What follows belongs to an exercise in optimizing a design on an open flow for small area, a short achievable clock period and few clock cycles; a production flow would make more cautious choices.
In this exercise RTL edits were held to simulation tests only and were not proved equivalent to the original.
Power is estimated from default activity; no workload was simulated.

==> job 9668 <==
Design plot_command_stream_parser_core, start of the top module:
module plot_command_stream_parser_core (
  input  logic                                  clk,
  input  logic                                  rst,
  input  logic                                  psel,
  input  logic                                  penable,
  input  logic                                  pwrite,
  input  logic [pcsp_pkg::PADDR_BITS-1:0]        paddr,
  input  logic [pcsp_pkg::PDATA_BITS-1:0]        pwdata,
  output logic [pcsp_pkg::PDATA_BITS-1:0]        prdata,
  output logic                                  pready,
  input  logic                                  in_valid,
  output logic                                  in_stall,
  input  logic [7:0]                            ch,
  output logic                                  out_valid,
  input  logic                                  out_stall,
  output logic [1:0]                            event_res,
  output logic [pcsp_pkg::COORD_BITS-1:0]        x_from,
  output logic [pcsp_pkg::COORD_BITS-1:0]        y_from,
  output logic [pcsp_pkg::COORD_BITS-1:0]        x_to,
  output logic [pcsp_pkg::COORD_BITS-1:0]        y_to,
  output logic [6:0]                            code_number
);
Settings: LEC_CHECK=0, CAP_MARGIN=20, CORE_MARGIN=2, CORE_UTILIZATION=40, SLEW_MARGIN=20; clock period 11.0 ns.
run.sh (not shown) runs the stock make flow with config.mk's settings and CLKGATE_MAP_FILE= SYNTH_SCRIPT=/design/flow/synth_recipe.tcl, a recipe that flattens the netlist after the stock synthesis.
==> job 8891 (differences from job 9668) <==
--- a/flow/design.v
+++ b/flow/design.v
@@ -153,14 +153,17 @@
       4'd2, 4'd7: fine_term = fine_term - 9'd2;
       4'd3, 4'd8: fine_term = fine_term + 9'd2;
       4'd4, 4'd9: fine_term = fine_term - 9'd4;
       default: ;
     endcase
   end
-  logic [TERM_BITS-1:0] coarse_term;
-  assign coarse_term = TERM_BITS'(dig) * TERM_BITS'(k);
+  logic [TERM_BITS-1:0] coarse_term, pp0, pp1, pp2;
+  assign pp0 = dig[0] ? TERM_BITS'(k) : '0;
+  assign pp1 = dig[1] ? TERM_BITS'(k) << 1 : '0;
+  assign pp2 = dig[3] ? TERM_BITS'(k) << 3 : dig[2] ? TERM_BITS'(k) << 2 : '0;
+  assign coarse_term = pp0 + pp1 + pp2;
   assign term = fine ? {{(TERM_BITS-9){fine_term[8]}}, fine_term} : coarse_term;
 endmodule
 `timescale 1ns / 1ps
 import pcsp_pkg::*;
 module pcsp_parse (
   input  logic                           clk,
@@ -172,14 +175,14 @@
   input  logic                           is_x,
   input  logic                           is_y,
   input  logic                           is_d,
   input  logic                           is_pct,
   input  logic [3:0]                     dig,
   input  logic [pcsp_pkg::TERM_BITS-1:0] term,
+  input  logic                           axis_y,
   input  pcsp_pkg::pcsp_cfg_t            cfg,
-  output logic                           word_y,
   output logic                           emit,
   output logic [1:0]                     ev,
   output logic [6:0]                     code,
   output logic [pcsp_pkg::COORD_BITS-1:0] pos_x,
   output logic [pcsp_pkg::COORD_BITS-1:0] pos_y,
   output logic [pcsp_pkg::COORD_BITS-1:0] prev_x,
@@ -187,15 +190,15 @@
 );
   logic [2:0] mode;
   logic       has_coord;
   logic [3:0] dval;
   logic [1:0] dseen;
   logic [3:0] sig;
-  logic       in_word;
+  logic       in_word, word_y;
   assign in_word = (mode == M_XDIG) || (mode == M_YDIG);
-  assign word_y  = (mode == M_YDIG);
+  assign word_y  = axis_y;
   logic [2:0]            sat_d;
   logic [COORD_BITS-1:0] sat_nm;
   assign sat_d = word_y ? cfg.y_decimals : cfg.x_decimals;
   always_comb begin
     case ({cfg.inch_units, (sat_d > 3'd6) ? 3'd6 : sat_d})
       4'b0_000: sat_nm = 58'd9999999999000000;
@@ -337,13 +340,13 @@
   output logic [pcsp_pkg::COORD_BITS-1:0]        y_from,
   output logic [pcsp_pkg::COORD_BITS-1:0]        x_to,
   output logic [pcsp_pkg::COORD_BITS-1:0]        y_to,
   output logic [6:0]                            code_number
 );
   pcsp_pkg::pcsp_cfg_t cfg;
-  logic       blocked, go, emit, seg, word_y;
+  logic       blocked, go, emit, seg;
   logic [1:0] ev;
   logic [6:0] code;
   logic [pcsp_pkg::COORD_BITS-1:0] pos_x, pos_y, prev_x, prev_y;
   pcsp_cfg u_cfg (
     .clk     (clk),
     .rst     (rst),
@@ -368,46 +371,55 @@
   end
   always_ff @(posedge clk) begin
     if (!blocked) begin
       a_ch <= ch;
     end
   end
-  logic       b_valid, b_digit, b_lf, b_cr, b_x, b_y, b_d, b_pct;
-  logic [3:0] b_dig, lo, lo_n;
+  logic       b_valid, b_digit, b_lf, b_cr, b_x, b_y, b_d, b_pct, b_axis;
+  logic [3:0] b_dig;
   logic [pcsp_pkg::TERM_BITS-1:0] b_term, a_term;
-  logic       axis_y;
-  assign axis_y = (b_valid && (b_x || b_y)) ? b_y : word_y;
-  assign lo_n   = (b_valid && b_digit) ? b_dig :
-                  (b_valid && (b_x || b_y)) ? 4'd0 : lo;
+  logic       last_y;
+  logic [3:0] last_dig;
+  logic       a_digit, a_x, a_y;
+  assign a_digit = (a_ch >= CH_0) && (a_ch <= CH_9);
+  assign a_x     = (a_ch == CH_X);
+  assign a_y     = (a_ch == CH_Y);
   pcsp_scale u_scale (
     .dig        (a_ch[3:0]),
-    .lo         (lo_n),
-    .decimals   (axis_y ? cfg.y_decimals : cfg.x_decimals),
+    .lo         (last_dig),
+    .decimals   (last_y ? cfg.y_decimals : cfg.x_decimals),
     .inch_units (cfg.inch_units),
     .term       (a_term)
   );
   always_ff @(posedge clk) begin
     if (rst) begin
-      b_valid <= 1'b0;
-      lo      <= '0;
+      b_valid  <= 1'b0;
+      last_y   <= 1'b0;
+      last_dig <= '0;
     end else if (!blocked) begin
       b_valid <= a_valid;
-      lo      <= lo_n;
+      if (a_valid && (a_x || a_y)) begin
+        last_y   <= a_y;
+        last_dig <= '0;
+      end else if (a_valid && a_digit) begin
+        last_dig <= a_ch[3:0];
+      end
     end
   end
   always_ff @(posedge clk) begin
     if (!blocked) begin
-      b_digit <= (a_ch >= CH_0) && (a_ch <= CH_9);
+      b_digit <= a_digit;
       b_lf    <= (a_ch == CH_LF);
       b_cr    <= (a_ch == CH_CR);
-      b_x     <= (a_ch == CH_X);
-      b_y     <= (a_ch == CH_Y);
+      b_x     <= a_x;
+      b_y     <= a_y;
       b_d     <= (a_ch == CH_D);
       b_pct   <= (a_ch == CH_PCT);
       b_dig   <= a_ch[3:0];
       b_term  <= a_term;
+      b_axis  <= last_y;
     end
   end
   assign go = b_valid && !blocked;
   pcsp_parse u_parse (
     .clk      (clk),
     .rst      (rst),
@@ -419,13 +431,13 @@
     .is_y     (b_y),
     .is_d     (b_d),
     .is_pct   (b_pct),
     .dig      (b_dig),
     .term     (b_term),
     .cfg      (cfg),
-    .word_y   (word_y),
+    .axis_y   (b_axis),
     .emit     (emit),
     .ev       (ev),
     .code     (code),
     .pos_x    (pos_x),
     .pos_y    (pos_y),
     .prev_x   (prev_x),
==> flow/flow/run.sh (new file) <==
#!/bin/bash
# The standard layout (standard.sh: the standard synthesis, floorplan, placement,
# CTS, routing) with two settings it does not expose: the port buffers are the
# smallest plain buffer, and timing repair aims at a setup slack of
# SETUP_SLACK_MARGIN ns at the design's clock period. make's output goes to
# flow_make.log; each ORFS step keeps its own log under orfs/logs.
set -euo pipefail
export SETUP_SLACK_MARGIN=6.0
export BUFFER_PORTS_ARGS="-buffer_cell sky130_fd_sc_hd__buf_1"
bash standard.sh > flow_make.log 2>&1
==> flow/standard.sh (new file) <==
#!/bin/bash
# synth_recipe.tcl (not shown) runs the flow's synth.tcl, then flattens the netlist and writes it again
# the make line also repeats each setting of config.mk as NAME=value (left out here)
make -C /OpenROAD-flow-scripts/flow DESIGN_CONFIG=/design/flow/config.mk WORK_HOME=/design/flow/orfs CLKGATE_MAP_FILE= SYNTH_SCRIPT=/design/flow/synth_recipe.tcl "${@:-finish}"
removed: flow/run.sh
==> comparison table <==
Outcome: job 9668 finished clean; job 8891 finished clean
Horizontal die dimension: job 9668 250 µm; job 8891 244 µm
Number of cells after detailed placement: job 9668 3,603; job 8891 3,435
Core utilization of the finished layout: job 9668 47.2%; job 8891 47.5%
Avg WL per Cell: job 9668 18.8 µm; job 8891 18.9 µm
Storage cell area: job 9668 8270 µm²; job 8891 8330 µm²
Clock network share of area: job 9668 4.20%; job 8891 5.12%
Ratio of cells with drive above 1 in the final layout: job 9668 6.51%; job 8891 11.3%
Core Area: job 9668 60,100 µm²; job 8891 56,600 µm²
PnR worst setup slack: job 9668 3.37 ns; job 8891 6.04 ns
Minimum period implied by the final worst setup slack: job 9668 7.63 ns; job 8891 4.96 ns
Total global-route track usage: job 9668 21.6%; job 8891 21.7%
Simple-gate portion of the synthesized area: job 9668 19.6%; job 8891 19.1%
Most frequent standard cell in the layout excluding fill and tap cells: job 9668 sky130_fd_sc_hd__clkdlybuf4s50_1; job 8891 sky130_fd_sc_hd__buf_1
Multi-input logic cell count: job 9668 2,071; job 8891 1,971
Combinational Power Share: job 9668 12.9%; job 8891 9.6%
Number of clock sinks: job 9668 326; job 8891 328
Power group with the largest share: job 9668 registers; job 8891 clock
Required time at the worst-slack endpoint: job 9668 11.29 ns; job 8891 8.80 ns
CP max stage delay: job 9668 0.65 ns; job 8891 0.15 ns
Number of flops mapped to enable cells by yosys: job 9668 174; job 8891 175
Number of nets in the final layout: job 9668 3,150; job 8891 3,032
Total cell area at the placement stage: job 9668 27,200 µm²; job 8891 24,500 µm²
Testbench counts of job 9668, summed over its fixed seeds: cycles 24,064.
Testbench counts of job 8891, summed over its fixed seeds: cycles 24,064.

## static timing again, ports no longer ideal
Ports are ideal in the flow. The routed layouts listed here were re-timed in OpenROAD.
Step 1 sets driving cells, clkbuf_16 on the clock port and buf_2 on the other inputs (assumed; they add their load-dependent delay and slew).
Step 2, shift: input delay + t, output delay - t, t = (earliest + latest rising clock arrival at the registers) / 2. This alone moves slack from input paths to output paths.
Three values: ideal, step 1, step 2; two values: the first two.
run	t (ns)	slack for setup (ns)	slew at the worst register clock pin (ns)	pins driven straight from the clock port
job 9668	0.608	3.366 / 3.366 / 3.366	0.07 / 0.07	1
job 8891	0.595	6.039 / 6.016 / 5.644	0.06 / 0.06	1
After both steps setup and hold are still met in every run listed. For job 8891, which loses most, drivers alone change the setup slack by -0.023 ns; drivers and shift together by -0.395 ns.
